Background: an optimization exercise with open tools, aiming at small area. Do not read the settings as production practice.
Function was checked by simulation only, so behaviour that the tests miss may differ from the original.
Power and IR drop assume default switching activity.

<file path="flow/run.sh">
#!/bin/bash
# synth_recipe.tcl (not shown) runs the flow's synth.tcl, then flattens the netlist and writes it again
# the make line also repeats each setting of config.mk as NAME=value (left out here)
make -C /OpenROAD-flow-scripts/flow DESIGN_CONFIG=/design/flow/config.mk WORK_HOME=/design/flow/orfs CLKGATE_MAP_FILE= SYNTH_SCRIPT=/design/flow/synth_recipe.tcl finish
</file>
<file path="flow/config.mk">
export PLATFORM = sky130hd
export DESIGN_NAME = ram
export DESIGN_NICKNAME = ram
export VERILOG_FILES = /design/flow/design.v
export SDC_FILE = /design/flow/constraint.sdc
export NUM_CORES = 4
export LEC_CHECK = 0
export CAP_MARGIN = 20
export CORE_MARGIN = 2
export CORE_UTILIZATION = 35
export PLACE_DENSITY = 0.45
export SLEW_MARGIN = 20
export SYNTH_HIERARCHICAL = 1
</file>
<file path="flow/constraint.sdc">
create_clock -name core_clock -period 10.0 [get_ports {clk}]
set_input_delay 2.0000 -clock core_clock [delete_from_list [all_inputs] [get_ports {clk}]]
set_output_delay 2.0000 -clock core_clock [all_outputs]
set_load 0.01 [all_outputs]
</file>
<file path="flow/design.v">
package ram_pkg;
	localparam int ADDR_W     = 10;                    
	localparam int LANES      = 4;                     
	localparam int BYTE_W     = 8;                     
	localparam int WORD_W     = 32;                    
	localparam int LANE_SEL_W = 2;                     
	localparam int ROW_W      = ADDR_W - LANE_SEL_W;   
	localparam int ROWS       = 1 << ROW_W;            
endpackage
`timescale 1ns/1ps
module lane_write_decode
(
	input  logic        cs,
	input  logic        write_w,
	input  logic        write_h,
	input  logic        write_b,
	input  logic [1:0]  lane_sel,
	input  logic [31:0] in,
	output logic        row_we,
	output logic [3:0]  lane_we,
	output logic [31:0] lane_din
);
	logic do_word;    
	logic do_half;    
	logic do_byte;    
	assign do_word = cs & write_w;
	assign do_half = cs & write_h & ~write_w & ~lane_sel[0];
	assign do_byte = cs & write_b & ~write_w & ~write_h;
	assign row_we     = do_word | do_half | do_byte;
	assign lane_we[0] = do_word | (do_half & ~lane_sel[1]) | (do_byte & (lane_sel == 2'd0));
	assign lane_we[1] = do_word | (do_half & ~lane_sel[1]) | (do_byte & (lane_sel == 2'd1));
	assign lane_we[2] = do_word | (do_half &  lane_sel[1]) | (do_byte & (lane_sel == 2'd2));
	assign lane_we[3] = do_word | (do_half &  lane_sel[1]) | (do_byte & (lane_sel == 2'd3));
	assign lane_din[7:0]   = in[7:0];
	assign lane_din[15:8]  = (write_w | write_h) ? in[15:8] : in[7:0];
	assign lane_din[23:16] = write_w ? in[23:16] : in[7:0];
	assign lane_din[31:24] = write_w ? in[31:24] : (write_h ? in[15:8] : in[7:0]);
endmodule
`timescale 1ns/1ps
module ram_bit
(
	input  logic clk,
	input  logic wr,       
	input  logic hold_n,   
	input  logic wd,       
	output logic q
);
	always_ff @(posedge clk)
	begin
		q <= ~((hold_n | wd) & (wr | q));
	end
endmodule
module byte_lane_mem
(
	input  logic        clk,
	input  logic        wr,
	input  logic        hold_n,
	input  logic [31:0] wd,
	output logic [31:0] q
);
	for (genvar b = 0; b < 32; b++)
	begin : g_bit
		ram_bit u_bit
		(
			.clk    (clk),
			.wr     (wr),
			.hold_n (hold_n),
			.wd     (wd[b]),
			.q      (q[b])
		);
	end
endmodule
`timescale 1ns/1ps
module read_pair
(
	input  logic q0,
	input  logic q1,
	input  logic sel0_n,
	input  logic sel1_n,
	output logic y_n
);
	assign y_n = ~((q0 | sel0_n) & (q1 | sel1_n));
endmodule
module read_gather
(
	input  logic        clk,
	input  logic        rst,
	input  logic        cs,
	input  logic        phase,
	input  logic [255:0] rsel_n,          
	input  logic [255:0][31:0] rows,
	output logic [31:0] word_n,           
	output logic [31:0] out,
	output logic        data_rdy
);
	logic [127:0][31:0] pair_n;
	for (genvar p = 0; p < 128; p++)
	begin : g_pair
		for (genvar b = 0; b < 32; b++)
		begin : g_bit
			read_pair u_pair
			(
				.q0     (rows[2*p][b]),
				.q1     (rows[2*p+1][b]),
				.sel0_n (rsel_n[2*p]),
				.sel1_n (rsel_n[2*p+1]),
				.y_n    (pair_n[p][b])
			);
		end
	end
	always_comb
	begin
		word_n = '0;
		for (int p = 0; p < 128; p++)
		begin
			word_n = word_n | pair_n[p];
		end
	end
	always_ff @(posedge clk)
	begin
		data_rdy <= cs & ~rst;
		out      <= rst ? 32'h0 : word_n ^ {32{~phase & cs}};
	end
endmodule
`timescale 1ns/1ps
module ram
(
	input  logic        clk,
	input  logic        rst,
	input  logic [9:0]  addr,
	input  logic        cs,
	input  logic [31:0] in,
	input  logic        write_w,
	input  logic        write_h,
	input  logic        write_b,
	output logic [31:0] out,
	output logic        data_rdy
);
	logic [7:0]          row;
	logic                row_we;
	logic [3:0]          lane_we;
	logic [31:0]         lane_din;
	logic [31:0]         word_n;
	logic [31:0]         wd;
	logic                phase;        
	logic [15:0]         hi_hit;
	logic [15:0]         lo_we;
	logic [15:0]         lo_cs;
	logic [255:0]        wr;
	logic [255:0]        hold_n;
	logic [255:0]        rsel_n;
	logic [255:0][31:0]  rows;
	assign row = addr[9:2];
	always_ff @(posedge clk)
	begin
		phase <= ~phase;
	end
	lane_write_decode u_decode
	(
		.cs       (cs),
		.write_w  (write_w),
		.write_h  (write_h),
		.write_b  (write_b),
		.lane_sel (addr[1:0]),
		.in       (in),
		.row_we   (row_we),
		.lane_we  (lane_we),
		.lane_din (lane_din)
	);
	for (genvar b = 0; b < 32; b++)
	begin : g_wd
		assign wd[b] = lane_we[b/8] ? (lane_din[b] ^ phase) : ~word_n[b];
	end
	for (genvar i = 0; i < 16; i++)
	begin : g_pre
		assign hi_hit[i] = (row[7:4] == i);
		assign lo_we[i]  = (row[3:0] == i) & row_we;
		assign lo_cs[i]  = (row[3:0] == i) & cs;
	end
	for (genvar r = 0; r < 256; r++)
	begin : g_row
		assign wr[r]     = hi_hit[r/16] & lo_we[r%16];
		assign hold_n[r] = ~(hi_hit[r/16] & lo_we[r%16]);
		assign rsel_n[r] = ~(hi_hit[r/16] & lo_cs[r%16]);
		byte_lane_mem u_mem
		(
			.clk    (clk),
			.wr     (wr[r]),
			.hold_n (hold_n[r]),
			.wd     (wd),
			.q      (rows[r])
		);
	end
	read_gather u_gather
	(
		.clk      (clk),
		.rst      (rst),
		.cs       (cs),
		.phase    (phase),
		.rsel_n   (rsel_n),
		.rows     (rows),
		.word_n   (word_n),
		.out      (out),
		.data_rdy (data_rdy)
	);
endmodule
</file>
==> impl_results.md, run 1 <==
- H-Tree Depth: 6
- Number of CTS-inserted buffers: 852
- Final core utilization: 43.63%
- Die outline height: 862.2 um
- Average cell area after synthesis: 11.13 sq um
- Worst-Margin Slew: 1393 ps
- Share of the synthesized area in the top cell type: 63.89%
- Design internal power: 55.45 mW
- Antenna-violating nets left: 0
- Flip-flop and latch count after synthesis: 8226
- Maximum number of pins on one net before global-route repair: 121
- Portion of the clock cycle consumed by the worst path in the final layout: a little over four fifths
- Hold/Removal Path Class: reg -> reg
- HPWL Detailed: a little under 800000 um
- Startpoint-to-endpoint class of the critical path: in -> reg
- Total routing usage reported by global routing: 33.10%
- Clk Latency, worst-skew pair: 1230 ps
- Count of cell types in the netlist: 48
- Max Fanout on Critical Path: 31
- # hold bufs at CTS: 0
- Critical Path Sink Type: flop
- Maximum clock path buffer count: 4
- Peak ir drop on the vdd network: 0.2144 mV
- Fraction of layout instances using a drive strength above 1: 15.08%
- Number of gates resized after cts: 0
- Crit path time final: 8415 ps
- Number of vias after detailed routing: 244532
- Count of mapped cells out of synthesis: 23160
- Pwr/cell area: 236.9 nW/um^2
- DR iter-0 viols: 27503
- Result of the run: finished clean
- Sequential fraction of design power: 46.1%
- Wire length reported by the detailed router: 1297000 um
- Total I/O pin count: just over 80
- Number of buffers added on ports: 80
- F_max: 118.8 MHz
- Worst Skew: 95.82 ps
- Die Width: 862.2 um
- Initial core utilization: a little over a third
- Relative contribution of the clock network to total power: 43.1%
- Average via count per standard cell: 6.726
- Net count of the mapped netlist: 23208
- Global-route wire length before repair: 1818000 um
- Leading cell types by total area after synthesis: sky130_fd_sc_hd__dfxtp_1 64%, sky130_fd_sc_hd__o22ai_1 30%, sky130_fd_sc_hd__nor4_1 2.5%, sky130_fd_sc_hd__nand3_1 1.0%, sky130_fd_sc_hd__nand4_1 0.62%
- RSZ-0062 raised after global routing: no
- Ys async rst share: 0%
- Arrival time at the worst endpoint: 9420 ps
- Final sum of negative setup slack: 0 ps
- CTS clock-pin slew for the worst setup and hold paths: around 60 ps
- Required time worst endpoint: 11000 ps
- Overall overflow remaining after global route: 0
- Summed instance area of the synthesized netlist: 257800 sq um
- TritonCTS sink count: 8226
- DR DRC count: 0
- Number of optimization iterations in the first detailed-route pass: 7
- Share of total power in combinational logic: 10.8%
- Share of synthesized area occupied by flip-flops and latches: 63.89%
- Net count, final: between 20000 and 30000
- Sw Share: roughly 27%
- Headroom to the max-slew limit: 6.296%
- Final Hold Viols: 0
- Non-filler cells, final: about 36000
- YS warnings: 9
- Number of global-route vias before repair: about 230k
- Reg2reg start: g_row[14].u_mem.g_bit[1].u_bit.q
- Area added between synthesis and finish: 24.35%
- Final estimated routing congestion in global placement: 0.8934
- Setup crit start: cs
- Total core area: 734700 sq um
- Overall Power: 75.92 mW
- Switching power of the nets: 20.46 mW
- Post-synth EDFFs: 0
- Placed Cells incl. Taps: ~35000
- Leading register cell type out of synthesis: sky130_fd_sc_hd__dfxtp_1
- Area of the die: 743300 sq um
- Largest area contributor in the synthesized netlist: sky130_fd_sc_hd__dfxtp_1
- WL per Instance: 35.67 um
- Initial antenna violation count: 57
- Sort of element at the start of the critical path: input pin
- Fin. max-slew vios: 0
- Std cell rows: 315
- Number of max-capacitance violations reported: 0
- Leakage component of the power: about 120 nW
- CTS tree: built
- Post-CTS setup repair buffer count: 0
- Final Setup Violations: 0
- Hold path startpoint: g_row[75].u_mem.g_bit[27].u_bit.q
- CTS Root Buffer Type: sky130_fd_sc_hd__clkbuf_16
state kept, by name, indices dropped and copies added (netlist names):
register and count:
u_gather.data_rdy 1, u_gather.out 32, g_row.u_mem.g_bit.u_bit.q 8192, phase 1
routing by layer:
metal  GRT usage (%)  vias up  wire length [um]
met4           19.12       22             86280
met3           7.338     2683            119500
met5               0        -               146
met2           48.51    13375            543200
met1           44.88   123092            547800
li1                -   105360                 -
worst paths after layout:
check / to / slack [ps] / depth (start not counted)
min reg2reg: g_row[75].u_mem.g_bit[27].u_bit.q / 440 / 1
max: g_row[48].u_mem.g_bit[26].u_bit.q / 1590 / 15
min: g_row[75].u_mem.g_bit[27].u_bit.q / 440 / 1
max reg2reg: g_row[45].u_mem.g_bit[1].u_bit.q / 5190 / 10
stage by stage:
stage | area, sq um | worst slack, ps | hold slack [ps]
floorplan | 258000 | -978.8 | 427.0
global placement | 291400 | 363.9 | 435.7
detailed placement | 291600 | 973.9 | 440.9
CTS | 320200 | 2156 | 450.2
global route | 320400 | 1875 | 456.1
finish | 320500 | 1585 | 443.7
layout by cell type, fill, tap and decap left out, types with 9 or more instances in the layout:
cell type	count
sky130_fd_sc_hd__nor3_2	213
sky130_fd_sc_hd__bufinv_16	55
sky130_fd_sc_hd__nand2_1	42
sky130_fd_sc_hd__dfxtp_1	8225
sky130_fd_sc_hd__buf_4	1686
sky130_fd_sc_hd__inv_6	16
sky130_fd_sc_hd__buf_12	294
sky130_fd_sc_hd__clkbuf_16	871
sky130_fd_sc_hd__nor4_2	230
sky130_fd_sc_hd__nand3_1	455
sky130_fd_sc_hd__mux2i_1	39
sky130_fd_sc_hd__nor4_1	835
sky130_fd_sc_hd__diode_2	48
sky130_fd_sc_hd__o21ai_1	9
sky130_fd_sc_hd__nand3_2	57
sky130_fd_sc_hd__nor3_4	43
sky130_fd_sc_hd__clkdlybuf4s50_1	76
sky130_fd_sc_hd__clkinvlp_4	21
sky130_fd_sc_hd__nand4_1	257
sky130_fd_sc_hd__o22ai_1	12287
sky130_fd_sc_hd__clkbuf_8	220
sky130_fd_sc_hd__mux2i_4	32
sky130_fd_sc_hd__clkinv_2	153
sky130_fd_sc_hd__xnor2_1	29
sky130_fd_sc_hd__nor4_4	24
sky130_fd_sc_hd__clkbuf_1	201
worst max-delay path, cell delays in order:
cell                              delay [ps]
sky130_fd_sc_hd__clkdlybuf4s50_1         940
sky130_fd_sc_hd__and3_4                  810
sky130_fd_sc_hd__buf_4                   370
sky130_fd_sc_hd__nand3_1                 570
sky130_fd_sc_hd__buf_4                   340
sky130_fd_sc_hd__o22ai_1                 110
sky130_fd_sc_hd__nor4_1                 1080
sky130_fd_sc_hd__nand4_1                 680
sky130_fd_sc_hd__nor4_2                  550
sky130_fd_sc_hd__buf_4                   320
sky130_fd_sc_hd__nand2_1                 270
sky130_fd_sc_hd__mux2i_4                 460
sky130_fd_sc_hd__buf_12                  330
sky130_fd_sc_hd__buf_12                  240
sky130_fd_sc_hd__o22ai_1                 120
layout make-up:
type	count	area [sq um]
inverters	3	13.76
fillers	68884	414100
repair buffers	2059	19320
multi-input cells	14638	95430
flip-flops and latches	8226	164700
diodes	48	120.1
clock inverters	262	3070
well taps	9827	12300
clock buffers	1292	25580
power by group through the flow:
stage | Combinational [mW] | Clock, mW | Sequential, mW
5_1_grt | 8.35 | 34.3 | 35.2
4_1_cts | 7.94 | 33.0 | 35.0
2_1_floorplan | 2.83 | 0 | 35.5
6_report | 8.18 | 32.7 | 35.0
3_3_place_gp | 7.81 | 0 | 35.7
3_5_place_dp | 7.95 | 0 | 35.7
per-module statistics from Yosys, one instance, submodules excluded, a selection:
module | cells | cell area, sq um | times used
ram | 1160 | 6355 | 1
read_gather | 1452 | 9961 | 1
ram_bit | 2 | 26.28 | 8192
lane_write_decode | 68 | 569.3 | 1
read_pair | 1 | 6.256 | 4096
cells in the mapped netlist (4+ instances only):
master,instances
sky130_fd_sc_hd__and3b_1,4
sky130_fd_sc_hd__and4b_1,4
sky130_fd_sc_hd__buf_1,24
sky130_fd_sc_hd__buf_2,72
sky130_fd_sc_hd__buf_4,18
sky130_fd_sc_hd__buf_6,7
sky130_fd_sc_hd__clkbuf_1,170
sky130_fd_sc_hd__dfxtp_1,8226
sky130_fd_sc_hd__mux2_1,8
sky130_fd_sc_hd__mux2_2,7
sky130_fd_sc_hd__mux2i_1,72
sky130_fd_sc_hd__nand2_1,43
sky130_fd_sc_hd__nand2b_1,6
sky130_fd_sc_hd__nand3_1,513
sky130_fd_sc_hd__nand4_1,257
sky130_fd_sc_hd__nand4b_1,4
sky130_fd_sc_hd__nand4bb_1,6
sky130_fd_sc_hd__nor2b_1,4
sky130_fd_sc_hd__nor3_1,216
sky130_fd_sc_hd__nor3_2,40
sky130_fd_sc_hd__nor4_1,1024
sky130_fd_sc_hd__nor4_2,65
sky130_fd_sc_hd__nor4b_2,4
sky130_fd_sc_hd__nor4bb_1,4
sky130_fd_sc_hd__o21ai_1,10
sky130_fd_sc_hd__o22ai_1,12288
sky130_fd_sc_hd__or4b_1,4
sky130_fd_sc_hd__xnor2_1,32
cells by family (layout without fill, tap and decap cells):
group | Yosys count | in the layout | synth area share, %
muxes | 88 | 88 | 0.3510
other | 0 | 48 | 0
DFF | 8226 | 8226 | 63.89
and+or+nand+nor | 2215 | 2215 | 5.259
xor gates and xnor gates | 32 | 32 | 0.1087
AOI/OAI and AO/OA | 12303 | 12303 | 29.87
buffers and inverters | 296 | 3616 | 0.5243
==> run 2, diff against run 1 <==
--- a/flow/design.v
+++ b/flow/design.v
@@ -17,5 +17,4 @@
 	input  logic [1:0]  lane_sel,
 	input  logic [31:0] in,
-	output logic        row_we,
 	output logic [3:0]  lane_we,
 	output logic [31:0] lane_din
@@ -27,5 +26,4 @@
 	assign do_half = cs & write_h & ~write_w & ~lane_sel[0];
 	assign do_byte = cs & write_b & ~write_w & ~write_h;
-	assign row_we     = do_word | do_half | do_byte;
 	assign lane_we[0] = do_word | (do_half & ~lane_sel[1]) | (do_byte & (lane_sel == 2'd0));
 	assign lane_we[1] = do_word | (do_half & ~lane_sel[1]) | (do_byte & (lane_sel == 2'd1));
@@ -54,9 +52,10 @@
 (
 	input  logic        clk,
-	input  logic        wr,
 	input  logic        hold_n,
 	input  logic [31:0] wd,
 	output logic [31:0] q
 );
+	logic wr;
+	assign wr = ~hold_n;
 	for (genvar b = 0; b < 32; b++)
 	begin : g_bit
@@ -138,5 +137,4 @@
 );
 	logic [7:0]          row;
-	logic                row_we;
 	logic [3:0]          lane_we;
 	logic [31:0]         lane_din;
@@ -145,9 +143,6 @@
 	logic                phase;        
 	logic [15:0]         hi_hit;
-	logic [15:0]         lo_we;
 	logic [15:0]         lo_cs;
-	logic [255:0]        wr;
 	logic [255:0]        hold_n;
-	logic [255:0]        rsel_n;
 	logic [255:0][31:0]  rows;
 	assign row = addr[9:2];
@@ -164,5 +159,4 @@
 		.lane_sel (addr[1:0]),
 		.in       (in),
-		.row_we   (row_we),
 		.lane_we  (lane_we),
 		.lane_din (lane_din)
@@ -175,16 +169,17 @@
 	begin : g_pre
 		assign hi_hit[i] = (row[7:4] == i);
-		assign lo_we[i]  = (row[3:0] == i) & row_we;
 		assign lo_cs[i]  = (row[3:0] == i) & cs;
 	end
 	for (genvar r = 0; r < 256; r++)
 	begin : g_row
-		assign wr[r]     = hi_hit[r/16] & lo_we[r%16];
-		assign hold_n[r] = ~(hi_hit[r/16] & lo_we[r%16]);
-		assign rsel_n[r] = ~(hi_hit[r/16] & lo_cs[r%16]);
+		row_ctrl u_ctrl
+		(
+			.hi     (hi_hit[r/16]),
+			.lo_cs  (lo_cs[r%16]),
+			.hold_n (hold_n[r])
+		);
 		byte_lane_mem u_mem
 		(
 			.clk    (clk),
-			.wr     (wr[r]),
 			.hold_n (hold_n[r]),
 			.wd     (wd),
@@ -198,5 +193,5 @@
 		.cs       (cs),
 		.phase    (phase),
-		.rsel_n   (rsel_n),
+		.rsel_n   (hold_n),
 		.rows     (rows),
 		.word_n   (word_n),
@@ -205,2 +200,10 @@
 	);
 endmodule
+module row_ctrl
+(
+	input  logic hi,       
+	input  logic lo_cs,    
+	output logic hold_n    
+);
+	assign hold_n = ~(hi & lo_cs);
+endmodule
--- a/flow/config.mk
+++ b/flow/config.mk
@@ -8,6 +8,9 @@
 export CAP_MARGIN = 20
 export CORE_MARGIN = 2
-export CORE_UTILIZATION = 35
-export PLACE_DENSITY = 0.45
+export CORE_UTILIZATION = 50
+export CTS_BUF_LIST = sky130_fd_sc_hd__clkbuf_8
+export CTS_CLUSTER_DIAMETER = 50
+export CTS_CLUSTER_SIZE = 14
+export PLACE_DENSITY = 0.6
 export SLEW_MARGIN = 20
 export SYNTH_HIERARCHICAL = 1
==> run 2 against run 1 <==
  * Now fails the layout checks on max-capacitance violations, max-slew violations
  * Critical path type unchanged
  * Global-route usage rose by 4.4 points
  * Non-clock buffer count shrank 573
  * Sequential cell count unchanged
  * Clock skew is 10 ps lower
  * Maximum frequency up 5.3%
  * Critical path depth unchanged
==> impl_results.md, run 2 <==
- Global-route wire length before repair: 1458000 um (-20%)
- Number of vias after detailed routing: 229222 (-6.3%)
- Overall overflow remaining after global route: 0 (unchanged)
- Share of total power in combinational logic: 11.5% (+0.7 points)
- Post-CTS setup repair buffer count: 0 (unchanged)
- Worst-Margin Slew: 1508 ps (+115.6 ps)
- Portion of the clock cycle consumed by the worst path in the final layout: 79.94% (-4.2 points)
- Number of optimization iterations in the first detailed-route pass: 8 (+1)
- Number of flip-flops under the largest register name: 8192 (unchanged)
- CTS clock-pin slew for the worst setup and hold paths: 90 ps (+30 ps)
- Area added between synthesis and finish: 14.83%
- Result of the run: finished with violations
- Share of the synthesized area in the top cell type: 64.77% (+0.88 points)
- Headroom to the max-slew limit: -1.482% (-7.8 points)
- Relative contribution of the clock network to total power: 31.4% (-12 points)
- Summed instance area of the synthesized netlist: 254300 sq um (-1.4%)
- Average cell area after synthesis: 11.23 sq um (+0.94%)
- F_max: 125.1 MHz (+5.3%)
- Hold/Removal Path Class: reg -> reg
- # hold bufs at CTS: 0 (unchanged)
- Largest area contributor in the synthesized netlist: sky130_fd_sc_hd__dfxtp_1
- Placed Cells incl. Taps: 30793 (-11%)
- TritonCTS sink count: 8226 (unchanged)
- Total core area: 505800 sq um (-31%)
- Die Width: 717.1 um (-17%)
- Sequential fraction of design power: 57.1% (+11 points)
- Overall Power: 62.24 mW (-18%)
- Number of global-route vias before repair: 210847 (-9.9%)
- Initial antenna violation count: 66 (+16%)
- Ys async rst share: 0% (unchanged)
- Count of mapped cells out of synthesis: 22633 (-2.3%)
- R2R depth: 10 (unchanged)
- Pre-CTS setup slack: 1089 ps (+114.8 ps)
- Leakage component of the power: 115.8 nW (-6.8%)
- Flip-flop and latch count after synthesis: 8226 (unchanged)
- Area of the die: 514200 sq um (-31%)
- Leading register cell type out of synthesis: sky130_fd_sc_hd__dfxtp_1
- Antenna-violating nets left: 0 (unchanged)
- Non-filler cells, final: 31888 (-12%)
- WL per Instance: 31.80 um (-11%)
- Count leader, synth: sky130_fd_sc_hd__o22ai_1
- Pwr/cell area: 213.2 nW/um^2 (-10%)
- Layout check failures: max-capacitance violations, max-slew violations
- Required time worst endpoint: 11210 ps (+210 ps)
- Design internal power: 44.51 mW (-20%)
- Leading cell types by total area after synthesis: sky130_fd_sc_hd__dfxtp_1 65%, sky130_fd_sc_hd__o22ai_1 30%, sky130_fd_sc_hd__nor4_1 2.5%, sky130_fd_sc_hd__nand4_1 0.63%, sky130_fd_sc_hd__nand2_1 0.45%
- Number of buffers added on ports: 80 (unchanged)
- Final Setup Violations: 0 (unchanged)
- Post-synth EDFFs: 0 (unchanged)
- Maximum clock path buffer count: 4 (unchanged)
- Fin worst setup slack: 2006 ps (+420.7 ps)
- WHS Path Cells: 1 (unchanged)
- Peak ir drop on the vdd network: 0.1781 mV (-17%)
- Register with the most flip-flops: g_row.u_mem.g_bit.u_bit.q
- Net count, final: 24856 (-3.8%)
- Number of max-capacitance violations reported: 1 (+1)
- Registers with the most flip-flops: g_row.u_mem.g_bit.u_bit.q x8192, u_gather.out x32
- Sw Share: 28.48% (+1.5 points)
- Total I/O pin count: 81 (unchanged)
- Top library cells by usage in the layout, fill and taps aside: 12287 x sky130_fd_sc_hd__o22ai_1, 8225 x sky130_fd_sc_hd__dfxtp_1, 1174 x sky130_fd_sc_hd__buf_4, 920 x sky130_fd_sc_hd__nor4_1, 791 x sky130_fd_sc_hd__clkbuf_8
- Fin. max-slew vios: 3 (+3)
- Sort of element at the start of the critical path: input pin
- Switching power of the nets: 17.72 mW (-13%)
- CTS Root Buffer Type: sky130_fd_sc_hd__clkbuf_8
- Arrival time at the worst endpoint: 9210 ps (-210 ps)
- Final estimated routing congestion in global placement: 0.9242 (+3.4%)
- Maximum number of pins on one net before global-route repair: 121 (unchanged)
- Worst Skew: 85.67 ps (-10.15 ps)
- Average via count per standard cell: 7.188 (+6.9%)
- Critical Path Sink Type: flop
- Crit path time final: 7994 ps (-420.7 ps)
- Filler cells: 42792 (-38%)
- CTS tree: built
- Number of CTS-inserted buffers: 716 (-16%)
- YS warnings: 9 (unchanged)
- Startpoint-to-endpoint class of the critical path: in -> reg
- H-Tree Depth: 6 (unchanged)
- Max Fanout on Critical Path: 46 (+48%)
- Net count of the mapped netlist: 22681 (-2.3%)
- Total routing usage reported by global routing: 37.55% (+4.4 points)
- Wire length reported by the detailed router: 1014000 um (-22%)
- Die outline height: 717.1 um (-17%)
- Share of synthesized area occupied by flip-flops and latches: 64.77% (+0.88 points)
- HPWL Detailed: 646200 um (-19%)
- DR iter-0 viols: 27217 (-1.0%)
- Number of gates resized after cts: 0 (unchanged)
- Count of cell types in the netlist: 32 (-33%)
- Initial core utilization: 50.26% (+15 points)
- Most common cell after layout, fill and taps aside: sky130_fd_sc_hd__o22ai_1
- DR DRC count: 0 (unchanged)
- Std cell rows: 261 (-17%)
- Top post-synthesis cells by count: 12288 x sky130_fd_sc_hd__o22ai_1, 8226 x sky130_fd_sc_hd__dfxtp_1, 1027 x sky130_fd_sc_hd__nor4_1
- Clk Latency, worst-skew pair: 1380 ps (+150 ps)
- Final Hold Viols: 0 (unchanged)
- RSZ-0062 raised after global routing: no
- Fraction of layout instances using a drive strength above 1: 11.52% (-3.6 points)
==> run 2: metrics by stage <==
step	hold WS (ps)	area, sq um	utilization (%)	TNS, ps
after global routing	459.5	291900	57.71	0
after CTS	451.3	291700	57.67	0
after detailed placement	438.9	278500	55.05	0
after floorplan	427.0	254600	-	-2702990
after global placement	433.6	278400	55.03	0
final	447.6	292000	57.72	0
==> run 2: layout make-up <==
cell class,instances,area (sq um),share of cell area (%)
inverters,259,972.2,0.3330
flip-flops and latches,8226,164700,56.40
well taps,6706,8391,2.874
clock buffers,791,10890,3.729
clock inverters,245,2387,0.8177
multi-input cells,14119,90330,30.94
repair buffers,1486,14180,4.856
diodes,56,140.1,0.04800
==> run 2: critical path, stage by stage <==
cell and delay, ps:
sky130_fd_sc_hd__clkdlybuf4s50_1 940, sky130_fd_sc_hd__nand2b_1 390, sky130_fd_sc_hd__nor3_2 80, sky130_fd_sc_hd__buf_4 380, sky130_fd_sc_hd__nand2_2 790, sky130_fd_sc_hd__o22ai_1 180
sky130_fd_sc_hd__nor4_1 1060, sky130_fd_sc_hd__nand4_1 880, sky130_fd_sc_hd__nor4_2 840, sky130_fd_sc_hd__buf_4 280, sky130_fd_sc_hd__nand2_1 120, sky130_fd_sc_hd__mux2i_4 270
sky130_fd_sc_hd__buf_12 360, sky130_fd_sc_hd__buf_4 390, sky130_fd_sc_hd__o22ai_1 140
==> run 2: power groups by stage <==
stage / clock [mW] / sequential, mW / combinational (mW)
after floorplan: 0 / 36.1 / 2.97
after global placement: 0 / 36.2 / 6.68
after detailed placement: 0 / 36.2 / 6.87
after CTS: 19.6 / 35.5 / 6.84
after global routing: 20.9 / 35.8 / 7.24
final: 19.6 / 35.5 / 7.13
==> run 2: path summary, 6_finish.rpt <==
kind	startpoint	to	slack (ps)
hold / removal	g_row[110].u_mem.g_bit[25].u_bit.q	g_row[110].u_mem.g_bit[25].u_bit.q	450
hold reg to reg	g_row[110].u_mem.g_bit[25].u_bit.q	g_row[110].u_mem.g_bit[25].u_bit.q	450
setup / recovery	addr[4]	g_row[10].u_mem.g_bit[7].u_bit.q	2010
setup reg to reg	g_row[45].u_mem.g_bit[7].u_bit.q	g_row[10].u_mem.g_bit[7].u_bit.q	4980
==> run 2: logic make-up after synthesis <==
kind of cell | Yosys count | share of synthesized area (%)
buffers and inverters | 288 | 0.4749
multiplexers | 88 | 0.3558
XOR/XNOR | 32 | 0.1102
AO/OA/AOI/OAI | 12302 | 30.27
AND/OR/NAND/NOR | 1697 | 4.021
flip-flops | 8226 | 64.77
==> run 2: Yosys stat by module, one instance, submodules excluded <==
module	copies in the design	flip-flops and latches	cell area [sq um]	cells inside
read_pair	4096	0	6.256	1
byte_lane_mem	256	0	3.754	1
read_gather	1	33	9961	1452
ram_bit	8192	1	26.28	2
ram	1	1	954.7	123
lane_write_decode	1	0	550.5	66
row_ctrl	256	0	3.754	1
==> run 2: layer usage <==
| layer | track usage (%) | up-vias | part of all wire [%] |
|---|---|---|---|
| li1 | - | 101721 | - |
| met1 | 51.17 | 112868 | 41 |
| met2 | 53.97 | 12419 | 41 |
| met3 | 8.079 | 2164 | 10 |
| met4 | 24.03 | 50 | 7.3 |
| met5 | 0.3548 | - | 0.055 |
==> run 3, diff against run 2 <==
--- a/flow/design.v
+++ b/flow/design.v
@@ -52,9 +52,9 @@
 (
 	input  logic        clk,
-	input  logic        hold_n,
+	input  logic [3:0]  hold_n,   
 	input  logic [31:0] wd,
 	output logic [31:0] q
 );
-	logic wr;
+	logic [3:0] wr;
 	assign wr = ~hold_n;
 	for (genvar b = 0; b < 32; b++)
@@ -63,6 +63,6 @@
 		(
 			.clk    (clk),
-			.wr     (wr),
-			.hold_n (hold_n),
+			.wr     (wr[b/8]),
+			.hold_n (hold_n[b/8]),
 			.wd     (wd[b]),
 			.q      (q[b])
@@ -87,5 +87,5 @@
 	input  logic        cs,
 	input  logic        phase,
-	input  logic [255:0] rsel_n,          
+	input  logic [255:0][3:0] rsel_n,     
 	input  logic [255:0][31:0] rows,
 	output logic [31:0] word_n,           
@@ -102,6 +102,6 @@
 				.q0     (rows[2*p][b]),
 				.q1     (rows[2*p+1][b]),
-				.sel0_n (rsel_n[2*p]),
-				.sel1_n (rsel_n[2*p+1]),
+				.sel0_n (rsel_n[2*p][b/8]),
+				.sel1_n (rsel_n[2*p+1][b/8]),
 				.y_n    (pair_n[p][b])
 			);
@@ -144,5 +144,5 @@
 	logic [15:0]         hi_hit;
 	logic [15:0]         lo_cs;
-	logic [255:0]        hold_n;
+	logic [255:0][3:0]   hold_n;
 	logic [255:0][31:0]  rows;
 	assign row = addr[9:2];
@@ -173,10 +173,13 @@
 	for (genvar r = 0; r < 256; r++)
 	begin : g_row
-		row_ctrl u_ctrl
-		(
-			.hi     (hi_hit[r/16]),
-			.lo_cs  (lo_cs[r%16]),
-			.hold_n (hold_n[r])
-		);
+		for (genvar l = 0; l < 4; l++)
+		begin : g_lane
+			row_ctrl u_ctrl
+			(
+				.hi     (hi_hit[r/16]),
+				.lo_cs  (lo_cs[r%16]),
+				.hold_n (hold_n[r][l])
+			);
+		end
 		byte_lane_mem u_mem
 		(
==> run 3 against run 2 <==
  * Sequential power barely moved
  * The run now finishes clean
  * Clock skew down 8.6 ps
  * Final cell count rose by 2.0%
  * Critical path depth shrank 2
==> impl_results.md, run 3 <==
- Leakage component of the power: 118.2 nW (+2.1%)
- Number of global-route vias before repair: 201907 (-4.2%)
- Pre-CTS setup slack: 1318 ps (+229.1 ps)
- Placed Area: 273700 sq um (-1.7%)
- Leading register cell type out of synthesis: sky130_fd_sc_hd__dfxtp_1
- Number of max-capacitance violations reported: 0 (-1)
- Max Fanout on Critical Path: 80 (+74%)
- Count leader, synth: sky130_fd_sc_hd__o22ai_1
- Number of vias after detailed routing: 222806 (-2.8%)
- Number of buffers added on ports: 80 (unchanged)
- Ys async rst share: 0% (unchanged)
- Number of gates resized after cts: 0 (unchanged)
- Required time worst endpoint: 11140 ps (-70 ps)
- Antenna-violating nets left: 0 (unchanged)
- Std cell rows: 264 (+1.1%)
- Filler cells: 44914 (+5.0%)
- Hold/Removal Path Class: reg -> reg
- Switching power of the nets: 17.02 mW (-4.0%)
- Multiplexer share of the synthesized area: 0.3479% (-0.0079 points)
- Sequential fraction of design power: 57.6% (+0.5 points)
- Area of the die: 525800 sq um (+2.3%)
- Flip-flop and latch count after synthesis: 8226 (unchanged)
- YS warnings: 9 (unchanged)
- Crit path buf inv count: 3 (-2)
- Final estimated routing congestion in global placement: 0.8503 (-8.0%)
- Register with the most flip-flops: g_row.u_mem.g_bit.u_bit.q
- Area used by multi-input combinational logic: 92170 sq um (+2.0%)
- Relative contribution of the clock network to total power: 32.3% (+0.9 points)
- Most common cell after layout, fill and taps aside: sky130_fd_sc_hd__o22ai_1
- Maximum number of pins on one net before global-route repair: 177 (+46%)
- Cell type of the slowest stage on the worst timing path: sky130_fd_sc_hd__nor4_1
- Category of cells accounting for the largest share of critical-path delay: simple AND/OR/NAND/NOR gates
- CTS clock-pin slew for the worst setup and hold paths: 90 ps (about the same)
- R2R depth: 8 (-2)
- Registers with the most flip-flops: g_row.u_mem.g_bit.u_bit.q x8192, u_gather.out x32
- Worst hold margin: 423.4 ps (-24.22 ps)
- Number of optimization iterations in the first detailed-route pass: 6 (-2)
- Headroom to the max-slew limit: 10.74% (+12 points)
- Average via count per standard cell: 6.853 (-4.7%)
- Pwr/cell area: 214.4 nW/um^2 (+0.59%)
- Final std cell area, no fill: 287700 sq um (-1.5%)
- Worst Skew: 77.03 ps (-8.647 ps)
- Share of total power in combinational logic: 10.1% (-1.4 points)
- Portion of the clock cycle consumed by the worst path in the final layout: 75.58% (-4.4 points)
- Leading cell types by total area after synthesis: sky130_fd_sc_hd__dfxtp_1 63%, sky130_fd_sc_hd__o22ai_1 30%, sky130_fd_sc_hd__nor4_1 2.5%, sky130_fd_sc_hd__nand2_1 1.5%, sky130_fd_sc_hd__inv_1 1.5%
- TritonCTS sink count: 8226 (unchanged)
- Die Width: 725.1 um (+1.1%)
- Final Hold Viols: 0 (unchanged)
- Maximum single-stage delay on the critical path: 970 ps (-90 ps)
- Total core area: 517600 sq um (+2.3%)
- Final sum of negative setup slack: 0 ps (unchanged)
- Initial core utilization: 50.24% (about the same)
- F_max: 132.3 MHz (+5.8%)
- Crit path time final: 7558 ps (-436.3 ps)
- Overall overflow remaining after global route: 0 (unchanged)
- Sort of element at the start of the critical path: input pin
- Complex-gate fraction of the synthesized area: 29.60% (-0.67 points)
- Dominant combinational cell family by area after synthesis: compound AO/OA/AOI/OAI gates
- Peak ir drop on the vdd network: 0.1497 mV (-16%)
- Result of the run: finished clean
- Post-CTS setup repair buffer count: 0 (unchanged)
- Summed instance area of the synthesized netlist: 260000 sq um (+2.3%)
- RSZ-0062 raised after global routing: no
- Share of the synthesized area in the top cell type: 63.33% (-1.4 points)
- Count of cell types in the netlist: 32 (unchanged)
- Clk Latency, worst-skew pair: 1350 ps (-30 ps)
- Fin. max-slew vios: 0 (-3)
- Design internal power: 44.65 mW (+0.32%)
- Fin worst setup slack: 2442 ps (+436.3 ps)
- Die outline height: 725.1 um (+1.1%)
- Post-synth EDFFs: 0 (unchanged)
- Average cell area after synthesis: 10.76 sq um (-4.2%)
- Post-synthesis xor/xnor area fraction: 0.1078% (-0.0024 points)
- H-Tree Depth: 6 (unchanged)
- # hold bufs at CTS: 0 (unchanged)
- Sequential standard cell area: 164700 sq um (unchanged)
- Area added between synthesis and finish: 10.63%
- HPWL Detailed: 536900 um (-17%)
- CTS tree: built
- Post-Synth Adder-Cell Area: 0% (unchanged)
- Number of CTS-inserted buffers: 725 (+1.3%)
- Top post-synthesis cells by count: 12288 x sky130_fd_sc_hd__o22ai_1, 8226 x sky130_fd_sc_hd__dfxtp_1, 1070 x sky130_fd_sc_hd__nand2_1
- CTS Root Buffer Type: sky130_fd_sc_hd__clkbuf_8
- Top library cells by usage in the layout, fill and taps aside: 12288 x sky130_fd_sc_hd__o22ai_1, 8225 x sky130_fd_sc_hd__dfxtp_1, 1090 x sky130_fd_sc_hd__inv_1, 1070 x sky130_fd_sc_hd__nand2_1, 1019 x sky130_fd_sc_hd__nor4_1
- WL per Instance: 26.69 um (-16%)
- Count of mapped cells out of synthesis: 24169 (+6.8%)
- Startpoint-to-endpoint class of the critical path: in -> reg
- DR iter-0 viols: 24685 (-9.3%)
- Total routing usage reported by global routing: 31.02% (-6.5 points)
- Largest area contributor in the synthesized netlist: sky130_fd_sc_hd__dfxtp_1
- Number of stages on the worst setup path: 13 (-2)
- Net count, final: 25283 (+1.7%)
- Share of synthesized area occupied by flip-flops and latches: 63.33% (-1.4 points)
- DR DRC count: 0 (unchanged)
- Worst-Margin Slew: 1327 ps (-181.6 ps)
- Initial antenna violation count: 40 (-39%)
- Simple-gate share of the synthesized area: 5.041% (+1.0 points)
- Total I/O pin count: 81 (unchanged)
- Wire length reported by the detailed router: 867800 um (-14%)
- WHS Path Cells: 1 (unchanged)
- Net count of the mapped netlist: 24217 (+6.8%)
- Critical Path Sink Type: flop
- Maximum clock path buffer count: 4 (unchanged)
- Final Setup Violations: 0 (unchanged)
- Sw Share: 27.60% (-0.88 points)
- Fraction of layout instances using a drive strength above 1: 5.830% (-5.7 points)
- Critical Path, Cell by Cell: clkdlybuf4s50_1, nand2b_1, nor2_4, buf_4, nand2_1, o22ai_1, nor4_1, nand4_1, nor4_1, nand2_1, mux2i_4, buf_4, o22ai_1
- Overall Power: 61.68 mW (-0.90%)
- Number of flip-flops under the largest register name: 8192 (unchanged)
- Arrival time at the worst endpoint: 8700 ps (-510 ps)
- Global-route wire length before repair: 1292000 um (-11%)
-- run 3: cell types whose count changed in the layout (fill, tap and decap cells not counted), sizes merged --
cell      change
clkinvlp     +10
buf        -1118
bufinv        +9
diode        -49
nand2       +768
inv         +778
clkinv        -4
clkbuf       +21
-- run 3: cell families (layout without fill, tap and decap cells) --
kind of cell | count (synthesis) | count (layout)
compound gates | 12302 | 12302
other cells | 0 | 7
xor+xnor | 32 | 32
simple gates | 2465 | 2465
buf+inv | 1056 | 2477
flops | 8226 | 8226
mux | 88 | 88
-- run 3: power by group through the flow --
stage | logic [mW] | registers (mW) | clock network, mW
after global placement | 5.93 | 36.2 | 0
after detailed placement | 6.13 | 36.3 | 0
after global routing | 6.49 | 35.8 | 21.4
after floorplan | 3.00 | 36.1 | 0
after CTS | 6.10 | 35.5 | 20.2
final | 6.22 | 35.5 | 19.9
-- run 3: path summary, 6_finish.rpt --
kind / from / to / slack [ps]
max: addr[4] / g_row[160].u_mem.g_bit[6].u_bit.q / 2440
min: phase / phase / 420
max reg2reg: g_row[155].u_mem.g_bit[6].u_bit.q / g_row[160].u_mem.g_bit[6].u_bit.q / 5210
min reg2reg: phase / phase / 420
-- run 3: Yosys stat by module (local to each module, per instance) --
| module | times used | flip-flops and latches |
|---|---|---|
| byte_lane_mem | 256 | 0 |
| row_ctrl | 1024 | 0 |
| ram | 1 | 1 |
| read_pair | 4096 | 0 |
| read_gather | 1 | 33 |
| lane_write_decode | 1 | 0 |
| ram_bit | 8192 | 1 |
-- run 3: layout make-up --
type / instances / area share [%]
tap: 6916 / 3.008
antenna: 7 / 0.006090
timing repair buffer: 368 / 1.518
inverter: 1027 / 1.340
clock buffer: 812 / 3.885
clock inverter: 270 / 0.9521
sequential: 8226 / 57.25
multi-input combinational: 14887 / 32.04
-- run 3: through the flow --
step,utilization [%],instances
final,55.57,32513
after global routing,55.57,32507
after global placement,52.87,31423
after floorplan,-,24169
after detailed placement,52.88,31424
after CTS,55.57,32506
-- run 3: routing by layer --
metal | share of wire, % | track usage [%] | vias to the layer above
met1 | 45 | 46.25 | 108656
met3 | 7.5 | 3.646 | 1487
met2 | 43 | 46.50 | 9183
li1 | - | - | 103474
met5 | 0.0045 | 0 | -
met4 | 3.7 | 10.66 | 6
==> run 4, diff against run 3 <==
==> flow/flow/run.sh (new file) <==
#!/bin/bash
# The standard layout (standard.sh, unchanged synthesis, floorplan, power
# grid, placement and routing), with two changes to how it is built:
#  - clock tree: 8x clock buffers on clusters of up to 16 flip-flops within
#    60 um, and no dummy loads for level balancing
#  - port buffers: buf_2 on every input and output port
# Each ORFS step writes its full log under orfs/logs/; make's own output goes
# to standard.log in this folder.
set -euo pipefail
export CTS_ARGS="-sink_clustering_enable -repair_clock_nets -buf_list sky130_fd_sc_hd__clkbuf_8 -sink_clustering_size 16 -sink_clustering_max_diameter 60 -dont_use_dummy_load"
export BUFFER_PORTS_ARGS="-buffer_cell sky130_fd_sc_hd__buf_2"
bash standard.sh > standard.log 2>&1
==> flow/standard.sh (new file) <==
#!/bin/bash
# synth_recipe.tcl (not shown) runs the flow's synth.tcl, then flattens the netlist and writes it again
# the make line also repeats each setting of config.mk as NAME=value (left out here)
make -C /OpenROAD-flow-scripts/flow DESIGN_CONFIG=/design/flow/config.mk WORK_HOME=/design/flow/orfs CLKGATE_MAP_FILE= SYNTH_SCRIPT=/design/flow/synth_recipe.tcl "${@:-finish}"
==> flow/config.mk (replaced) <==
export PLATFORM = sky130hd
export DESIGN_NAME = ram
export DESIGN_NICKNAME = ram
export VERILOG_FILES = /design/flow/design.v
export SDC_FILE = /design/flow/constraint.sdc
export NUM_CORES = 4
export LEC_CHECK = 0
export CAP_MARGIN = 35
export CORE_MARGIN = 2
export CORE_UTILIZATION = 50
export PLACE_DENSITY = 0.6
export SLEW_MARGIN = 35
export SYNTH_HIERARCHICAL = 1
removed: flow/run.sh
==> run 4 against run 3 <==
  * Sequential share of layout area increased by 1.1 points
  * Synthesized cell count unchanged
  * Critical path type unchanged
  * Synthesized area unchanged
  * Highest routed layer unchanged
  * Power decreased by 6.7%
  * Design area decreased by 1.9%
  * Sequential power about the same
  * First-iteration DRC count decreased by 7.1%
  * Maximum frequency increased by 11%
  * Still clean
==> impl_results.md, run 4 <==
- Number of optimization iterations in the first detailed-route pass: 8 (+2)
- Worst-Margin Slew: 1153 ps (-173.3 ps)
- TritonCTS sink count: 8226 (unchanged)
- Final Setup Violations: 0 (unchanged)
- Number of buffers added on ports: 80 (unchanged)
- Wire length reported by the detailed router: 860200 um (-0.88%)
- Final std cell area, no fill: 282200 sq um (-1.9%)
- Antenna-violating nets left: 0 (unchanged)
- Area of the die: 525800 sq um (unchanged)
- Top post-synthesis cells by count: 12288 x sky130_fd_sc_hd__o22ai_1, 8226 x sky130_fd_sc_hd__dfxtp_1, 1070 x sky130_fd_sc_hd__nand2_1
- Critical Path, Cell by Cell: buf_2, nand2b_1, nor2_4, buf_4, buf_4, nand2_1, o22ai_1, nor4_1, nand4_1, nor4_1, buf_4, nand2_1, mux2i_4, buf_12, buf_16, o22ai_1
- CTS clock-pin slew for the worst setup and hold paths: 70 ps (-20 ps)
- Final estimated routing congestion in global placement: 0.8494 (-0.11%)
- Sort of element at the start of the critical path: input pin
- YS warnings: 9 (unchanged)
- Leading register cell type out of synthesis: sky130_fd_sc_hd__dfxtp_1
- Average cell area after synthesis: 10.76 sq um (unchanged)
- Fin. max-slew vios: 0 (unchanged)
- Die outline height: 725.1 um (unchanged)
- Endpoint of the worst hold-timing path: g_row[145].u_mem.g_bit[29].u_bit.q
- Maximum number of pins on one net before global-route repair: 167 (-5.6%)
- Required time worst endpoint: 11090 ps (-50 ps)
- Share of total power in combinational logic: 10.9% (+0.8 points)
- Arrival time at the worst endpoint: 7910 ps (-790 ps)
- Die Width: 725.1 um (unchanged)
- DR iter-0 viols: 22930 (-7.1%)
- Ys async rst share: 0% (unchanged)
- Net count, final: 25174 (-0.43%)
- Startpoint-to-endpoint class of the critical path: in -> reg
- WL per Instance: 26.83 um (+0.52%)
- Number of CTS-inserted buffers: 609 (-16%)
- Number of global-route vias before repair: 200657 (-0.62%)
- Area added between synthesis and finish: 8.520%
- Largest area contributor in the synthesized netlist: sky130_fd_sc_hd__dfxtp_1
- Total core area: 517600 sq um (unchanged)
- Overall Power: 57.54 mW (-6.7%)
- Global-route wire length before repair: 1283000 um (-0.74%)
- Crit path buf inv count: 6 (+3)
- Category of cells accounting for the largest share of critical-path delay: simple AND/OR/NAND/NOR gates
- Portion of the clock cycle consumed by the worst path in the final layout: 68.23% (-7.3 points)
- Share of the synthesized area in the top cell type: 63.33% (unchanged)
- Number of vias after detailed routing: 221369 (-0.64%)
- Leakage component of the power: 115.4 nW (-2.3%)
- Worst hold margin: 445.7 ps (+22.36 ps)
- # hold bufs at CTS: 0 (unchanged)
- Post-synth EDFFs: 0 (unchanged)
- Total I/O pin count: 81 (unchanged)
- Maximum clock path buffer count: 4 (unchanged)
- Total routing usage reported by global routing: 30.76% (-0.27 points)
- Leading cell types by total area after synthesis: sky130_fd_sc_hd__dfxtp_1 63%, sky130_fd_sc_hd__o22ai_1 30%, sky130_fd_sc_hd__nor4_1 2.5%, sky130_fd_sc_hd__nand2_1 1.5%, sky130_fd_sc_hd__inv_1 1.5%
- Switching power of the nets: 15.96 mW (-6.3%)
- Sequential fraction of design power: 61.8% (+4.2 points)
- Crit path time final: 6823 ps (-734.6 ps)
- R2R depth: 8 (unchanged)
- Count of cell types in the netlist: 32 (unchanged)
- Max Fanout on Critical Path: 96 (+20%)
- Top library cells by usage in the layout, fill and taps aside: 12287 x sky130_fd_sc_hd__o22ai_1, 8225 x sky130_fd_sc_hd__dfxtp_1, 1070 x sky130_fd_sc_hd__nand2_1, 1026 x sky130_fd_sc_hd__inv_1, 1003 x sky130_fd_sc_hd__nor4_1
- Final Hold Viols: 0 (unchanged)
- Sw Share: 27.73% (+0.13 points)
- Design internal power: 41.58 mW (-6.9%)
- Reg2reg start: g_row[148].u_mem.g_bit[20].u_bit.q
- HPWL Detailed: 535500 um (-0.27%)
- H-Tree Depth: 6 (unchanged)
- Pwr/cell area: 203.9 nW/um^2 (-4.9%)
- DR DRC count: 0 (unchanged)
- Peak ir drop on the vdd network: 0.2101 mV (+40%)
- Headroom to the max-slew limit: 22.39% (+12 points)
- R2r endpoint: g_row[31].u_mem.g_bit[20].u_bit.q
- Number of max-capacitance violations reported: 0 (unchanged)
- Post-CTS setup repair buffer count: 0 (unchanged)
- Placed Area: 273600 sq um (about the same)
- Initial core utilization: 50.24% (unchanged)
- Average via count per standard cell: 6.904 (+0.75%)
- Flip-flop and latch count after synthesis: 8226 (unchanged)
- RSZ-0062 raised after global routing: no
- Pre-CTS setup slack: 1945 ps (+627.1 ps)
- CTS Root Buffer Type: sky130_fd_sc_hd__clkbuf_8
- Number of flip-flops under the largest register name: 8192 (unchanged)
- Most common cell after layout, fill and taps aside: sky130_fd_sc_hd__o22ai_1
- Cell type of the slowest stage on the worst timing path: sky130_fd_sc_hd__nand2_1
- Relative contribution of the clock network to total power: 27.3% (-5.0 points)
- CTS tree: built
- Worst Skew: 121.6 ps (+44.54 ps)
- Std cell rows: 264 (unchanged)
- Count of mapped cells out of synthesis: 24169 (unchanged)
- Most Frequent Cell on Critical Path: sky130_fd_sc_hd__buf_4
- Critical Path Sink Type: flop
- Net count of the mapped netlist: 24217 (unchanged)
- Final core utilization: 54.52% (-1.1 points)
- Number of gates resized after cts: 0 (unchanged)
- Registers with the most flip-flops: g_row.u_mem.g_bit.u_bit.q x8192, u_gather.out x32
- WHS Path Cells: 1 (unchanged)
- Fin worst setup slack: 3177 ps (+734.6 ps)
- Reg-to-reg slack, setup: 5490 ps (+280 ps)
- Share of synthesized area occupied by flip-flops and latches: 63.33% (unchanged)
- Count leader, synth: sky130_fd_sc_hd__o22ai_1
- Initial antenna violation count: 43 (+7.5%)
- Maximum single-stage delay on the critical path: 670 ps (-300 ps)
- Summed instance area of the synthesized netlist: 260000 sq um (unchanged)
- Hold/Removal Path Class: reg -> reg
- Register with the most flip-flops: g_row.u_mem.g_bit.u_bit.q
- Result of the run: finished clean
- Overall overflow remaining after global route: 0 (unchanged)
- Hold path startpoint: g_row[145].u_mem.g_bit[29].u_bit.q
- F_max: 146.6 MHz (+11%)
- Clk Latency, worst-skew pair: 1330 ps (-20 ps)
- Fraction of layout instances using a drive strength above 1: 4.740% (-1.1 points)
==> run 4: layout make-up <==
| type | count | area (sq um) |
|---|---|---|
| Fill cell | 45361 | 235400 |
| Sequential cell | 8226 | 164700 |
| Multi-Input combinational cell | 14887 | 92430 |
| Tap cell | 6916 | 8653 |
| Clock buffer | 609 | 8382 |
| Timing Repair Buffer | 375 | 4128 |
| Inverter | 1027 | 3855 |
| Antenna cell | 22 | 55.05 |
==> run 4: modules after synthesis, one instance, submodules excluded <==
| module | area [sq um] | times used |
|---|---|---|
| read_gather | 9961 | 1 |
| ram | 954.7 | 1 |
| lane_write_decode | 550.5 | 1 |
| ram_bit | 26.28 | 8192 |
| byte_lane_mem | 15.01 | 256 |
| read_pair | 6.256 | 4096 |
| row_ctrl | 3.754 | 1024 |
==> run 4: cells by family after synthesis <==
logic type	count (synthesis)	share of synthesized area [%]
buffers and inverters	1056	1.573
AND/OR/NAND/NOR	2465	5.041
AO/OA/AOI/OAI	12302	29.60
flip-flops	8226	63.33
multiplexers	88	0.3479
XOR/XNOR	32	0.1078
==> run 4: worst max-delay path by stage <==
stage          startpoint                                  to  slack [ps]  depth (start not counted)
2_1_floorplan     addr[4]     g_row[0].u_mem.g_bit[1].u_bit.q        -940                         11
3_3_place_gp      addr[6]   g_row[36].u_mem.g_bit[28].u_bit.q        1650                         14
3_5_place_dp      addr[6]   g_row[54].u_mem.g_bit[17].u_bit.q        1950                         15
4_1_cts           addr[6]   g_row[94].u_mem.g_bit[17].u_bit.q        3340                         15
5_1_grt           addr[6]  g_row[225].u_mem.g_bit[13].u_bit.q        3190                         16
6_report          addr[6]  g_row[173].u_mem.g_bit[13].u_bit.q        3180                         16
==> run 4: per-stage QoR <==
step | TNS, ps | std cells
2_1_floorplan | -2168640 | 24169
3_3_place_gp | 0 | 31419
3_5_place_dp | 0 | 31426
4_1_cts | 0 | 32035
5_1_grt | 0 | 32046
6_report | 0 | 32062
==> run 4: power groups by stage <==
stage | logic [mW] | registers, mW | clock network (mW)
2_1_floorplan | 3.00 | 36.1 | 0
4_1_cts | 6.12 | 35.5 | 16.0
3_3_place_gp | 5.93 | 36.2 | 0
5_1_grt | 6.55 | 35.8 | 17.2
6_report | 6.27 | 35.6 | 15.7
3_5_place_dp | 6.15 | 36.3 | 0
==> run 4: routing by layer <==
layer	GRT usage [%]	share of wire, %	vias up
li1	-	-	103019
met1	45.01	45	108156
met2	46.34	43	8690
met3	4.739	7.9	1472
met4	10.35	3.6	32
met5	0	0.023	-
==> run 5, diff against run 4 <==
--- a/flow/design.v
+++ b/flow/design.v
@@ -54,7 +54,7 @@
 	input  logic [3:0]  hold_n,   
 	input  logic [31:0] wd,
+	output logic [3:0]  wr,       
 	output logic [31:0] q
 );
-	logic [3:0] wr;
 	assign wr = ~hold_n;
 	for (genvar b = 0; b < 32; b++)
@@ -71,13 +71,23 @@
 endmodule
 `timescale 1ns/1ps
-module read_pair
+module read_triple
 (
 	input  logic q0,
 	input  logic q1,
-	input  logic sel0_n,
-	input  logic sel1_n,
+	input  logic q2,
+	input  logic sel0,
+	input  logic sel1,
+	input  logic sel2,
 	output logic y_n
 );
-	assign y_n = ~((q0 | sel0_n) & (q1 | sel1_n));
+	assign y_n = ~((q0 & sel0) | (q1 & sel1) | (q2 & sel2));
+endmodule
+module read_single
+(
+	input  logic q,
+	input  logic sel,
+	output logic y_n
+);
+	assign y_n = ~(q & sel);
 endmodule
 module read_gather
@@ -87,5 +97,5 @@
 	input  logic        cs,
 	input  logic        phase,
-	input  logic [255:0][3:0] rsel_n,     
+	input  logic [255:0][3:0] rsel,       
 	input  logic [255:0][31:0] rows,
 	output logic [31:0] word_n,           
@@ -93,25 +103,36 @@
 	output logic        data_rdy
 );
-	logic [127:0][31:0] pair_n;
-	for (genvar p = 0; p < 128; p++)
-	begin : g_pair
+	logic [85:0][31:0] group_n;
+	for (genvar g = 0; g < 85; g++)
+	begin : g_group
 		for (genvar b = 0; b < 32; b++)
 		begin : g_bit
-			read_pair u_pair
+			read_triple u_triple
 			(
-				.q0     (rows[2*p][b]),
-				.q1     (rows[2*p+1][b]),
-				.sel0_n (rsel_n[2*p][b/8]),
-				.sel1_n (rsel_n[2*p+1][b/8]),
-				.y_n    (pair_n[p][b])
+				.q0   (rows[3*g][b]),
+				.q1   (rows[3*g+1][b]),
+				.q2   (rows[3*g+2][b]),
+				.sel0 (rsel[3*g][b/8]),
+				.sel1 (rsel[3*g+1][b/8]),
+				.sel2 (rsel[3*g+2][b/8]),
+				.y_n  (group_n[g][b])
 			);
 		end
 	end
+	for (genvar b = 0; b < 32; b++)
+	begin : g_last
+		read_single u_single
+		(
+			.q   (rows[255][b]),
+			.sel (rsel[255][b/8]),
+			.y_n (group_n[85][b])
+		);
+	end
 	always_comb
 	begin
-		word_n = '0;
-		for (int p = 0; p < 128; p++)
+		word_n = '1;
+		for (int g = 0; g < 86; g++)
 		begin
-			word_n = word_n | pair_n[p];
+			word_n = word_n & group_n[g];
 		end
 	end
@@ -119,5 +140,5 @@
 	begin
 		data_rdy <= cs & ~rst;
-		out      <= rst ? 32'h0 : word_n ^ {32{~phase & cs}};
+		out      <= (cs & ~rst) ? word_n ^ {32{~phase}} : 32'h0;
 	end
 endmodule
@@ -145,4 +166,5 @@
 	logic [15:0]         lo_cs;
 	logic [255:0][3:0]   hold_n;
+	logic [255:0][3:0]   rsel;
 	logic [255:0][31:0]  rows;
 	assign row = addr[9:2];
@@ -187,4 +209,5 @@
 			.hold_n (hold_n[r]),
 			.wd     (wd),
+			.wr     (rsel[r]),
 			.q      (rows[r])
 		);
@@ -196,5 +219,5 @@
 		.cs       (cs),
 		.phase    (phase),
-		.rsel_n   (hold_n),
+		.rsel     (rsel),
 		.rows     (rows),
 		.word_n   (word_n),
==> run 5 against run 4 <==
  * Core utilization down 0.13 points
  * Final cell count down 5.1%
  * Still clean
  * Routed wire length barely moved
  * Clock power is essentially flat
  * Register-to-register slack gained 290 ps
  * Design area shrank 0.37%
==> impl_results.md, run 5 <==
- Result of the run: finished clean
- Non-filler cells, final: 30421 (-5.1%)
- Global-route wire length before repair: 1279000 um (-0.32%)
- Share of synthesized area occupied by flip-flops and latches: 63.49% (+0.16 points)
- Required time worst endpoint: 11100 ps (about the same)
- Initial core utilization: 50.17% (-0.061 points)
- RSZ-0062 raised after global routing: no
- Category of cells accounting for the largest share of critical-path delay: buffers and inverters
- Die outline height: 724.2 um (-0.12%)
- Post-synth EDFFs: 0 (unchanged)
- Number of gates resized after cts: 0 (unchanged)
- Post-CTS setup repair buffer count: 0 (unchanged)
- Summed instance area of the synthesized netlist: 259400 sq um (-0.25%)
- Wire length reported by the detailed router: 860200 um (about the same)
- Critical Path, Cell by Cell: buf_2, nand3_1, nor2_4, buf_4, nand2_1, inv_1, a222oi_1, nand4_1, nor4_1, buf_4, nand2_1, nor2_1, mux2i_4, buf_12, buf_4, o22ai_1
- Number of buffers added on ports: 80 (unchanged)
- Reg-to-reg slack, setup: 5780 ps (+290 ps)
- Total routing usage reported by global routing: 30.90% (+0.15 points)
- Top post-synthesis cells by count: 8226 x sky130_fd_sc_hd__dfxtp_1, 8192 x sky130_fd_sc_hd__o22ai_1, 2720 x sky130_fd_sc_hd__a222oi_1
- Share of the synthesized area in the top cell type: 63.49% (+0.16 points)
- Registers with the most flip-flops: g_row.u_mem.g_bit.u_bit.q x8192, u_gather.out x32
- Worst Skew: 108.3 ps (-13.30 ps)
- M2 GR Usage: 45.07% (-1.3 points)
- Most Frequent Cell on Critical Path: sky130_fd_sc_hd__buf_4
- Die Width: 724.2 um (-0.12%)
- Area of the die: 524500 sq um (-0.25%)
- Cell type of the slowest stage on the worst timing path: sky130_fd_sc_hd__buf_4
- Std cell rows: 264 (unchanged)
- CTS clock-pin slew for the worst setup and hold paths: 70 ps (about the same)
- Hold/Removal Path Class: reg -> reg
- Final sum of negative setup slack: 0 ps (unchanged)
- Met1 usage in global routing: 46.51% (+1.5 points)
- Number of global-route vias before repair: 197222 (-1.7%)
- Area added between synthesis and finish: 8.391%
- Count leader, synth: sky130_fd_sc_hd__dfxtp_1
- Fraction of layout instances using a drive strength above 1: 5.036% (+0.30 points)
- Max Fanout on Critical Path: 130 (+35%)
- Critical Path Sink Type: flop
- Headroom to the max-slew limit: 31.69% (+9.3 points)
- Arrival time at the worst endpoint: 7860 ps (-50 ps)
- Leakage component of the power: 106.7 nW (-7.5%)
- R2R depth: 8 (unchanged)
- Leading register cell type out of synthesis: sky130_fd_sc_hd__dfxtp_1
- Final estimated routing congestion in global placement: 0.8418 (-0.89%)
- Crit path to: g_row[173].u_mem.g_bit[2].u_bit.q
- Flip-flop and latch count after synthesis: 8226 (unchanged)
- F_max: 147.9 MHz (+0.92%)
- Total I/O pin count: 81 (unchanged)
- Dominant combinational cell family by area after synthesis: compound AO/OA/AOI/OAI gates
- Post-Synth Adder-Cell Area: 0% (unchanged)
- Sort of element at the start of the critical path: input pin
- Number of CTS-inserted buffers: 608 (-0.16%)
- Leading cell types by total area after synthesis: sky130_fd_sc_hd__dfxtp_1 63%, sky130_fd_sc_hd__o22ai_1 20%, sky130_fd_sc_hd__a222oi_1 10%, sky130_fd_sc_hd__nand4_1 1.8%, sky130_fd_sc_hd__nand2_1 1.7%
- HPWL Detailed: 521600 um (-2.6%)
- Crit path time final: 6761 ps (-62.30 ps)
- Count of mapped cells out of synthesis: 22535 (-6.8%)
- Number of stages on the worst setup path: 16 (unchanged)
- Most heavily used metal layer in global routing: met1
- # hold bufs at CTS: 0 (unchanged)
- Pwr/cell area: 199.6 nW/um^2 (-2.1%)
- CTS Root Buffer Type: sky130_fd_sc_hd__clkbuf_8
- Overall overflow remaining after global route: 0 (unchanged)
- Multiplexer share of the synthesized area: 0.3642% (+0.016 points)
- Fin. max-slew vios: 0 (unchanged)
- DR iter-0 viols: 33507 (+46%)
- Count of cell types in the netlist: 33 (+3.1%)
- Largest area contributor in the synthesized netlist: sky130_fd_sc_hd__dfxtp_1
- DR DRC count: 0 (unchanged)
- Reg2reg start: g_row[210].u_mem.g_bit[18].u_bit.q
- Average via count per standard cell: 7.173 (+3.9%)
- Startpoint-to-endpoint class of the critical path: in -> reg
- Number of vias after detailed routing: 218216 (-1.4%)
- Clk Latency, worst-skew pair: 1310 ps (-20 ps)
- Register with the most flip-flops: g_row.u_mem.g_bit.u_bit.q
- Average cell area after synthesis: 11.51 sq um (+7.0%)
- Post-synthesis xor/xnor area fraction: 0.1081% (+0.00027 points)
- Initial antenna violation count: 44 (+2.3%)
- Worst-Margin Slew: 1025 ps (-128.8 ps)
- Maximum clock path buffer count: 4 (unchanged)
- Maximum number of pins on one net before global-route repair: 176 (+5.4%)
- Portion of the clock cycle consumed by the worst path in the final layout: 67.61% (-0.62 points)
- Ys async rst share: 0% (unchanged)
- CTS tree: built
- H-Tree Depth: 6 (unchanged)
- Maximum single-stage delay on the critical path: 760 ps (+90 ps)
- Complex-gate fraction of the synthesized area: 30.29% (+0.69 points)
- Crit path buf inv count: 6 (unchanged)
- Simple-gate share of the synthesized area: 4.171% (-0.87 points)
- Global-route track usage on met3: 5.329% (+0.59 points)
- Final core utilization: 54.39% (-0.13 points)
- Setup crit start: addr[5]
- TritonCTS sink count: 8226 (unchanged)
- WL per Instance: 28.28 um (+5.4%)
- YS warnings: 9 (unchanged)
- Placed Cells incl. Taps: 29771 (-5.3%)
- Antenna-violating nets left: 0 (unchanged)
- R2r endpoint: g_row[7].u_mem.g_bit[18].u_bit.q
- Net count, final: 23523 (-6.6%)
- Most common cell after layout, fill and taps aside: sky130_fd_sc_hd__dfxtp_1
- Top library cells by usage in the layout, fill and taps aside: 8225 x sky130_fd_sc_hd__dfxtp_1, 8192 x sky130_fd_sc_hd__o22ai_1, 2720 x sky130_fd_sc_hd__a222oi_1, 1166 x sky130_fd_sc_hd__nand2_1, 1026 x sky130_fd_sc_hd__inv_1
- Total core area: 516900 sq um (-0.13%)
- Peak ir drop on the vdd network: 0.1679 mV (-20%)
- Number of optimization iterations in the first detailed-route pass: 14 (+6)
- Net count of the mapped netlist: 22583 (-6.7%)
- Number of flip-flops under the largest register name: 8192 (unchanged)
- Final Hold Viols: 0 (unchanged)
- Final Setup Violations: 0 (unchanged)
- Number of max-capacitance violations reported: 0 (unchanged)
run 5: cell types whose count changed after synthesis, sizes merged, moves of 2 or more:
cell | previous run | this run
a222oi | 0 | 2720
buf | 18 | 21
clkbuf | 11 | 7
mux2 | 16 | 48
mux2i | 72 | 40
nand2 | 1070 | 1166
nand2b | 10 | 8
nand4 | 256 | 736
nor2 | 16 | 112
nor4 | 1091 | 163
o22ai | 12288 | 8192
run 5: cell type report:
type | instances | area [sq um]
Timing Repair Buffer | 358 | 3664
Inverter | 1027 | 3855
Tap cell | 6916 | 8653
Antenna cell | 32 | 80.08
Multi-Input combinational cell | 13254 | 91840
Clock buffer | 608 | 8368
Fill cell | 45014 | 235800
Sequential cell | 8226 | 164700
run 5: kinds of logic after synthesis:
kind of cell,count (synthesis)
buffers and inverters,1055
flip-flops,8226
AO/OA/AOI/OAI,10926
AND/OR/NAND/NOR,2208
XOR/XNOR,32
multiplexers,88
run 5: per-stage QoR:
stage | power, mW | hold slack, ps | setup WS [ps] | instance area (sq um)
after global routing | 58.20 | 460.0 | 3162 | 281100
after detailed placement | 41.06 | 440.7 | 2077 | 272400
after global placement | 40.87 | 435.3 | 2013 | 271800
after floorplan | 39.45 | 425.7 | 259.8 | 259900
after CTS | 56.32 | 452.1 | 3479 | 280800
final | 56.13 | 444.8 | 3239 | 281100
run 5: worst min-delay path by stage:
stage                                                  from                                end  slack, ps  cells past startpoint
after floorplan             g_row[0].u_mem.g_bit[0].u_bit.q    g_row[0].u_mem.g_bit[0].u_bit.q        430                      1
after global placement    g_row[114].u_mem.g_bit[7].u_bit.q  g_row[114].u_mem.g_bit[7].u_bit.q        440                      1
after detailed placement  g_row[108].u_mem.g_bit[2].u_bit.q  g_row[108].u_mem.g_bit[2].u_bit.q        440                      1
after CTS                 g_row[96].u_mem.g_bit[13].u_bit.q  g_row[96].u_mem.g_bit[13].u_bit.q        450                      1
after global routing      g_row[167].u_mem.g_bit[0].u_bit.q  g_row[167].u_mem.g_bit[0].u_bit.q        460                      1
final                     g_row[96].u_mem.g_bit[13].u_bit.q  g_row[96].u_mem.g_bit[13].u_bit.q        440                      1
run 5: metal layers:
metal / up-vias / wire length, um
met3: 1349 / 78900
met4: 33 / 28020
met1: 107872 / 385000
li1: 99235 / -
met2: 9727 / 367700
met5: - / 629
run 5: Yosys stat by module, one instance, submodules excluded:
| module | cells inside | copies in the design | cell area [sq um] | flip-flops and latches |
|---|---|---|---|---|
| byte_lane_mem | 4 | 256 | 15.01 | 0 |
| read_triple | 1 | 2720 | 10.01 | 0 |
| row_ctrl | 1 | 1024 | 3.754 | 0 |
| read_single | 1 | 32 | 3.754 | 0 |
| read_gather | 1162 | 1 | 7592 | 33 |
| lane_write_decode | 66 | 1 | 550.5 | 0 |
| ram | 123 | 1 | 954.7 | 1 |
| ram_bit | 2 | 8192 | 26.28 | 1 |
run 5: where the power goes:
group          switching (mW)  leakage (nW)  internal, mW
logic                    2.34          28.1          1.24
clock network            10.2          4.37          5.46
registers                1.40          74.2          35.5
total                    14.0           107          42.2

-- re-timing with driven ports --
No port has a modelled driver above. Below, the same layouts with a new extraction and two added sets of constraints. Step 1 sets driving cells, clkbuf_16 on the clock port and buf_2 on the other inputs (assumed; they add their load-dependent delay and slew). Step 2 moves the port delays by t, midway between the first and last clock arrival at a register: inputs arrive t later, outputs are due t later. That takes back most of the time a late clock gives input paths. Three values: ideal, step 1, step 2; two values: the first two.
run | shift t [ns] | slack for setup (ns) | latest minus earliest clock arrival (ns) | worst data-port slew with drivers (ns) | cell pins on the clock port's net
run 1 | 1.309 | 1.585 / 1.677 / 0.367 | 0.097 / 0.097 | 0.18 | 1
run 2 | 1.478 | 2.006 / 2.116 / 0.638 | 0.089 / 0.089 | 0.43 | 1
run 3 | 1.421 | 2.442 / 2.478 / 1.057 | 0.082 / 0.082 | 0.09 | 1
run 4 | 1.389 | 3.177 / 3.243 / 1.853 | 0.123 / 0.123 | 0.16 | 1
run 5 | 1.382 | 3.239 / 3.271 / 1.889 | 0.116 / 0.115 | 0.25 | 1
The setup slack of run 3, which loses most, moves by +0.036 ns with the drivers and by -1.385 ns with both steps.
